This design comes from an exercise in tuning for small area, a short achievable clock period and few clock cycles per item on the open sky130 flow, not from production work. Function was checked by simulation only, so behaviour that the tests miss may differ from the original.

==> inputs of v35 <==
// fmul_pipe
module fmul_pipe (
    input  logic        clk,
    input  logic        rst,
    input  logic        in_valid,
    output logic        in_ready,
    input  logic [31:0] in_a,
    input  logic [31:0] in_b,
    input  logic [1:0]  in_rm,
    input  logic [3:0]  in_tag,
    output logic        out_valid,
    input  logic        out_ready,
    output logic [31:0] out_res,
    output logic [4:0]  out_flags,
    output logic [3:0]  out_tag
);
    logic v0_q, v1_q, ov_q, sv_q, rdy_q;
    logic en, out_free;
    assign en       = ~sv_q;
    assign out_free = ~ov_q | out_ready;
    assign in_ready = rdy_q;
    logic [31:0] a0_q, b0_q;
    logic [1:0]  rm0_q;
    logic [3:0]  tag0_q;
    always_ff @(posedge clk) begin
        if (en) begin
            a0_q   <= in_a;
            b0_q   <= in_b;
            rm0_q  <= in_rm;
            tag0_q <= in_tag;
        end
    end
    function automatic logic [4:0] lzc24(input logic [23:0] v);
  ...
clock: 36.0 ns
lec_check: 0
abc_area: 1
cap_margin: 20
core_margin: 2
core_utilization: 65
slew_margin: 20
run.sh (not shown) runs the stock make flow with config.mk's settings and CLKGATE_MAP_FILE= SYNTH_SCRIPT=/design/flow/synth_recipe.tcl, a recipe that flattens the netlist after the stock synthesis.
==> v37 (differences from v35) <==
--- a/flow/design.v
+++ b/flow/design.v
@@ -207,20 +207,16 @@
     logic [40:0] o_q, k_q;
     always_ff @(posedge clk) begin
         if (en)
             k_q <= {res_d, flags_d, tag1_q};
         if (out_free)
             o_q <= sv_q ? k_q : {res_d, flags_d, tag1_q};
     end
-    always_ff @(posedge clk or posedge rst) begin
-        if (rst)
-            rdy_q <= 1'b1;
-        else
-            rdy_q <= out_free | ~(sv_q | v1_q);
-    end
+    always_ff @(posedge clk)
+        rdy_q <= out_free | ~(sv_q | v1_q);
     always_ff @(posedge clk or posedge rst) begin
         if (rst) begin
             v0_q <= 1'b0;
             v1_q <= 1'b0;
             ov_q <= 1'b0;
             sv_q <= 1'b0;
         end else begin
==> flow/flow/run.sh (new file) <==
#!/bin/bash
# Own layout flow: the standard ORFS flow (standard.sh, unchanged synthesis), with
#  - the ports buffered by a plain buffer instead of ORFS's default pick, a delay buffer;
set -euo pipefail
cd "$(dirname "$0")/.."
MARGIN=$(cat flow/margin.txt)
export BUFFER_PORTS_ARGS="-buffer_cell sky130_fd_sc_hd__buf_2"
export SETUP_SLACK_MARGIN=$MARGIN
bash standard.sh SETUP_SLACK_MARGIN=$MARGIN finish > flow_make.log 2>&1
==> flow/flow/margin.txt (new file) <==
27.8
==> flow/standard.sh (new file) <==
#!/bin/bash
# synth_recipe.tcl (not shown) runs the flow's synth.tcl, then flattens the netlist and writes it again
# the make line also repeats each setting of config.mk as NAME=value (left out here)
make -C /OpenROAD-flow-scripts/flow DESIGN_CONFIG=/design/flow/config.mk WORK_HOME=/design/flow/orfs CLKGATE_MAP_FILE= SYNTH_SCRIPT=/design/flow/synth_recipe.tcl "${@:-finish}"
removed: flow/run.sh
==> qor summary <==
| quantity | v37 | v35 |
|---|---|---|
| Synthesized-area fraction occupied by ao, oa, aoi and oai cells | 12.8% | 12.7% |
| Basic-gate share of the synthesized area counting and, or, nand and nor cells | 15.7% | 16.1% |
| Die ar. | 42800 um2 | 43200 um2 |
| Routed length on met1 | 32200 um | 30800 um |
| Post-place instance area | 27600 um2 | 28400 um2 |
| Core area | 40700 um2 | 40900 um2 |
| Summed instance area of the synthesized netlist | 26800 um2 | 27000 um2 |
| Multi-input gate share of total cell area | 62.6% | 61.9% |
| Worst reg2reg setup slack | 28.16 ns | 27.38 ns |
| Placed instance count | 3788 | 3835 |
| Post-CTS setup buffer count | 6 | 0 |
| Final cell area excluding filler cells | 28700 um2 | 29200 um2 |
| Number of DRC markers after the initial detailed-route iteration | 2844 | 2614 |
| Achievable frequency | 120 MHz | 114 MHz |
| Unrepaired setup endpoints after global routing | yes | no |
| Status | no timing/DRC/antenna violations | no timing/DRC/antenna violations |
| Total track usage | 41.3% | 38.6% |
| Async SR Flop Fraction | 1.88% | 2.35% |
| GRT met1 Usage | 50.7% | 48.2% |
| Final Util | 70.4% | 71.3% |
| Startpoint of the worst setup timing path | o_q[25]$_DFFE_PN_ | rdy_q$_DFF_PP1_ |
| Fraction of met3 tracks used by global routing | 13.2% | 11.0% |
Testbench counts of v35, summed over its fixed seeds: cycles 32,024, items 32,000.
Testbench counts of v37, summed over its fixed seeds: cycles 32,024, items 32,000.

[separate check: timing with driven ports]
In the flow no input, the clock included, has a driving cell. The finished layouts below were timed again as built, in two steps. Step 1 assumes that a clkbuf_16 drives the clock port and a buf_2 every other input. Step 2 times the ports against the registers' clock, not the clock port: input delays grow and output delays shrink by t, the midpoint of the rising clock arrivals with the driver on. Slacks: ideal / step 1 / step 2; pairs: ideal / step 1.
| run | shift t [ns] | setup slack, ns | hold WS [ns] | clock arrival spread, ns | worst slew at a driven data input, ns |
|---|---|---|---|---|---|
| v35 | 0.607 | 27.230 / 27.170 / 27.381 | 0.424 / 0.424 / 0.424 | 0.039 / 0.039 | 0.06 |
| v37 | 0.623 | 27.666 / 27.606 / 27.127 | 0.420 / 0.420 / 0.420 | 0.055 / 0.054 | 0.05 |
After both steps setup and hold are still met in every run listed. The setup slack of v37, which loses most, moves by -0.060 ns with the drivers and by -0.539 ns with both steps.
